Background: an optimization exercise with open tools, aiming at small area, a short achievable clock period and few clock cycles per item. Do not read the settings as production practice. In this exercise RTL edits were held to simulation tests only and were not proved equivalent to the original.

==> design.v <==
module km_mul_pipe #(
    parameter int DW   = 32,
    parameter int TAGW = 4
) (
    input  logic            clk,
    input  logic            rst,
    input  logic            in_valid,
    output logic            in_ready,
    input  logic            mode,
    input  logic [DW-1:0]   in1,
    input  logic [DW-1:0]   in2,
    input  logic [TAGW-1:0] in_tag,
    output logic            out_valid,
    input  logic            out_ready,
    output logic [TAGW-1:0] out_tag,
    output logic [DW-1:0]   out_L,
    output logic [DW-1:0]   out_H
);
    localparam int H  = DW / 2;
    localparam int MW = DW + 2;
    localparam int PW = 2 * DW;
    logic            w_adv;
    logic [3:1]      r_v;
    logic [DW-1:0]   w_b;
    logic [H:0]      w_sa;
    logic [H:0]      w_sb;
    logic [H-1:0]    r1_ah, r1_al, r1_bh, r1_bl;
    logic [H:0]      r1_sa, r1_sb;
    logic [TAGW-1:0] r1_tag;
    logic [DW-1:0]   r2_z2, r2_z0;
    logic [MW-1:0]   r2_z1;
    logic [TAGW-1:0] r2_tag;
    logic [MW-1:0]   w_mid;
    logic [PW-1:0]   w_p;
    logic [DW-1:0]   r3_l, r3_h;
    logic [TAGW-1:0] r3_tag;
    assign w_adv    = !r_v[3] || out_ready;
    assign in_ready = w_adv;
    assign w_b  = mode ? in1 : in2;
    assign w_sa = {1'b0, in1[DW-1:H]} + {1'b0, in1[H-1:0]};
    assign w_sb = {1'b0, w_b[DW-1:H]} + {1'b0, w_b[H-1:0]};
    assign w_mid = r2_z1 - MW'(r2_z2) - MW'(r2_z0);
    assign w_p   = (PW'(r2_z2) << DW) + (PW'(w_mid) << H) + PW'(r2_z0);
    always_ff @(posedge clk or posedge rst) begin
        if (rst) begin
            r_v <= '0;
        end else if (w_adv) begin
            r_v <= {r_v[2:1], in_valid};
        end
    end
    always_ff @(posedge clk or posedge rst) begin
        if (rst) begin
            r1_ah  <= '0;
            r1_al  <= '0;
            r1_bh  <= '0;
            r1_bl  <= '0;
            r1_sa  <= '0;
            r1_sb  <= '0;
            r1_tag <= '0;
        end else if (w_adv && in_valid) begin
            r1_ah  <= in1[DW-1:H];
            r1_al  <= in1[H-1:0];
            r1_bh  <= w_b[DW-1:H];
            r1_bl  <= w_b[H-1:0];
            r1_sa  <= w_sa;
            r1_sb  <= w_sb;
            r1_tag <= in_tag;
        end
    end
    always_ff @(posedge clk or posedge rst) begin
        if (rst) begin
            r2_z2  <= '0;
            r2_z0  <= '0;
            r2_z1  <= '0;
            r2_tag <= '0;
        end else if (w_adv && r_v[1]) begin
            r2_z2  <= DW'(r1_ah) * DW'(r1_bh);
            r2_z0  <= DW'(r1_al) * DW'(r1_bl);
            r2_z1  <= MW'(r1_sa) * MW'(r1_sb);
            r2_tag <= r1_tag;
        end
    end
    always_ff @(posedge clk or posedge rst) begin
        if (rst) begin
            r3_l   <= '0;
            r3_h   <= '0;
            r3_tag <= '0;
        end else if (w_adv && r_v[2]) begin
            r3_l   <= w_p[DW-1:0];
            r3_h   <= w_p[PW-1:DW];
            r3_tag <= r2_tag;
        end
    end
    assign out_valid = r_v[3];
    assign out_L     = r3_l;
    assign out_H     = r3_h;
    assign out_tag   = r3_tag;
endmodule
==> run.sh <==
#!/bin/bash
# synth_recipe.tcl (not shown) runs the flow's synth.tcl, then flattens the netlist and writes it again
# the make line also repeats each setting of config.mk as NAME=value (left out here)
make -C /OpenROAD-flow-scripts/flow DESIGN_CONFIG=/design/flow/config.mk WORK_HOME=/design/flow/orfs CLKGATE_MAP_FILE= SYNTH_SCRIPT=/design/flow/synth_recipe.tcl finish
==> config.mk <==
export PLATFORM = sky130hd
export DESIGN_NAME = km_mul_pipe
export DESIGN_NICKNAME = km_mul_pipe
export VERILOG_FILES = /design/flow/design.v
export SDC_FILE = /design/flow/constraint.sdc
export NUM_CORES = 4
export LEC_CHECK = 0
export CAP_MARGIN = 20
export CORE_MARGIN = 2
export CORE_UTILIZATION = 40
export SLEW_MARGIN = 20
==> constraint.sdc <==
create_clock -name core_clock -period 7.0 [get_ports {clk}]
set_input_delay 1.4000 -clock core_clock [delete_from_list [all_inputs] [get_ports {clk}]]
set_output_delay 1.4000 -clock core_clock [all_outputs]
set_load 0.01 [all_outputs]
==> flow_metrics.tcl <==
set metrics [dict create \
    skew_ns 0.0244 \
    synth_top_area_share_pct 30.6 \
    r2r_start "r1_sa[5]" \
    synthCells 4762 \
    finalSetupTns_ns 0 \
    avgSynthCellArea_um2 8.90 \
    post-route-min-period_ns 6.66 \
    wl_mm 120 \
    firstDrtPassIters 6 \
    crit_fanout 12 \
    gr-usage-all-layers_pct 23.1 \
    dp_cells 6196 \
    cts.clk_slew.worst_paths_ns 0.06 \
    grt_pass1_vias 34494 \
    hold_class "flip-flop to flip-flop" \
    vias_per_cell 5.17 \
    grt_max_degree 134 \
    cts_setup_buffers 0 \
    final.period_utilization_pct 95.2 \
    dr_wl_met3_mm 6.08 \
    hold_violations 0 \
    wl_per_cell_um 19.2 \
    initial_utilization_pct 40.3 \
    synth.top_cells.by_area "fa_1 (31%), dfrtp_1 (16%), ha_1 (12%), nand2_1 (7.6%), inv_1 (7.1%)" \
    yosys-top-cells-count "nand2_1 (857), inv_1 (804), fa_1 (647)" \
    final_util_pct 44.5 \
    maxUsedRoutingLayer "met5" \
    stdcell_count 6258 \
    fmax_mhz 150 \
    cts-hold-fix-buffers 0 \
    critPathKind "flip-flop to flip-flop" \
    io_buffers 142 \
    min_from "r2_tag[0]" \
    setup_violations 0 \
    gr-total-overflow 0 \
    rsz0062_at_grt "false" \
    met2_length_mm 57.5 \
    syn_area_mm2 0.0424 \
    rr_worst_depth 22 \
    yosysMostFrequentCell "nand2_1" \
    hpwl_mm 100 \
    cp-start-kind "flip-flop" \
    fp.dieArea_mm2 0.109 \
    die_w_um 329 \
    layout.nets 5980 \
    yosysSeqAreaShare_pct 16.2 \
    ctsLongestPathBuffers 3 \
    drtAntennaViolNets 0 \
    ys.flop_type "dfrtp_1" \
    slew_violations 0 \
    numCtsBuffers 36 \
    synth.net_count 5899 \
    cp-end-kind "flip-flop" \
    synth.ff_latch_count 275 \
    clock-sinks 275 \
    holdWs_ns 0.464 \
    cts_tree "yes" \
    gp_congestion 0.903 \
    wl_met1_mm 51.8 \
    hold_depth 2 \
    worst_pin_slew_ns 1.06 \
    ctsResizeCount 0 \
    drive_gt1_share_pct 5.18 \
    synth_edf_count 0 \
    vias 32350 \
    place_ws_ns 0.433 \
    worstPathRequired_ns 7.42 \
    htreeDepth 2 \
    status "complete, no violations" \
    r2r-end "r2_z1[32]" \
    areaGrowthSynthToFinish_pct 10.4 \
    max-cap-violations 0 \
    reg2reg_slack_ns 0.34 \
    drtIter0Drc 1971 \
    min_to "r3_tag[0]" \
    ios 143 \
    drc 0 \
    core_area_mm2 0.105 \
    cts-root-buf "clkbuf_16" \
    synth_cell_type_count 81 \
    row_count 119 \
    dieHeight_um 329 \
    relSlewSlack_pct 29.4 \
    final.setup.worst_slack_ns 0.335 \
    async_flop_share_pct 100 \
    worstSkewPairLatency_ns 0.57 \
    grt_pass1_wl_mm 195 \
    crit_start "r1_sa[5]" \
    yosysWarnings 1 \
    arrival_ns 7.08 \
    yosys.area.top_type "fa_1" \
    antenna_found_initial 7 \
]
[placed cells by master, fill, tap and decap left out, drive strengths merged, types with 8 or more instances in the layout]
master,n
and3,23
inv,806
nand3,24
o21bai,15
nor2,88
mux2,62
dfrtp,275
clkdlybuf4s50,142
o21a,16
nand2b,24
nor2b,21
o311ai,8
a211oi,27
fa,647
buf,104
nand2,857
a211o,9
clkbuf,47
xor2,66
nor3,37
and2,373
a21oi,143
a21o,90
ha,417
o211ai,15
nand4,15
and4,8
a31oi,15
xnor2,102
o21ai,248
o31ai,17
or3,12
[cell type report]
| class | count | area [um^2] |
|---|---|---|
| diodes | 1 | 2.50 |
| clock buffers | 47 | 982 |
| clock inverters | 14 | 196 |
| fillers | 10379 | 58400 |
| inverters | 804 | 3020 |
| multi-input cells | 3480 | 31700 |
| flip-flops and latches | 275 | 6880 |
| well taps | 1391 | 1740 |
| repair buffers | 246 | 2210 |
[sequential cells by signal, indices dropped and copies added, names as in the netlist]
name    flops
r2_tag      4
r2_z2      32
r1_sa      17
r1_bl      16
r1_bh      16
r1_ah      16
r3_l       32
r2_z1      34
r1_sb      17
r2_z0      32
r1_tag      4
r3_tag      4
r3_h       32
r1_al      16
r_v         3
[cell families after synthesis]
kind of cell,count (synthesis),share of synthesized area (%)
AOI/OAI and AO/OA,674,10.0
xor gates and xnor gates,168,3.47
adders and majority gates,1064,42.9
buffers and inverters,1007,8.95
DFF,275,16.2
muxes,69,1.81
and+or+nand+nor,1505,16.6
[metrics by stage]
| step | instance area [um^2] |
|---|---|
| final | 46800 |
| after global routing | 46800 |
| after CTS | 46800 |
| after detailed placement | 45600 |
| after global placement | 45600 |
| after floorplan | 42400 |
[critical path, cell delays in order, from the launching register on]
cell and delay [ns]:
dfrtp_1 0.54, buf_4 0.25, and2_1 0.18, fa_1 0.53, inv_1 0.05, fa_1 0.43, fa_1 0.55, inv_1 0.05
ha_1 0.30, fa_1 0.49, inv_1 0.05, fa_1 0.47, inv_1 0.04, ha_1 0.33, a21oi_1 0.28, o21ai_0 0.25
a221oi_2 0.28, o21ai_1 0.19, a31o_2 0.32, a221o_1 0.40, a211oi_2 0.22, mux2i_1 0.19, o311ai_0 0.14
[layer usage]
| layer | global-route usage, % | vias to the layer above |
|---|---|---|
| met5 | 0 | - |
| met4 | 7.73 | 8 |
| met3 | 3.02 | 196 |
| met2 | 39.5 | 736 |
| met1 | 30.2 | 16272 |
| li1 | - | 15138 |
[how the worst max path moves through the flow]
stage          slack (ns)        end  cells past startpoint
6_report             0.34  r2_z1[32]                     22
5_1_grt              0.02  r2_z1[32]                     22
2_1_floorplan        0.50  r2_z1[32]                     25
3_3_place_gp         0.51  r2_z2[29]                     19
3_5_place_dp         0.43  r2_z1[32]                     22
4_1_cts              0.41  r2_z1[32]                     22
Testbench counts, summed over its fixed seeds: cycles 8,024, items 8,000.

## re-timing with driven ports
How much do the figures lean on ideal ports? The routed layout below was timed once more, with nothing changed but the port constraints. Step 1 sets driving cells, clkbuf_16 on the clock port and buf_2 on the other inputs (assumed; they add their load-dependent delay and slew). Step 2 also shifts input and output timing later by t, the mid clock arrival at the registers, as if the neighbouring blocks saw the same clock. Slacks: ideal / step 1 / step 2; pairs: ideal / step 1.
shift t [ns]: 0.624
setup slack, ns: 0.335 / 0.335 / 0.335
hold slack, ns: 0.464 / 0.464 / 0.464
slew at the worst register clock pin (ns): 0.06 / 0.06
After both steps this run still meets setup and hold. For this run, drivers alone change the setup slack by 0.000 ns; drivers and shift together by 0.000 ns.
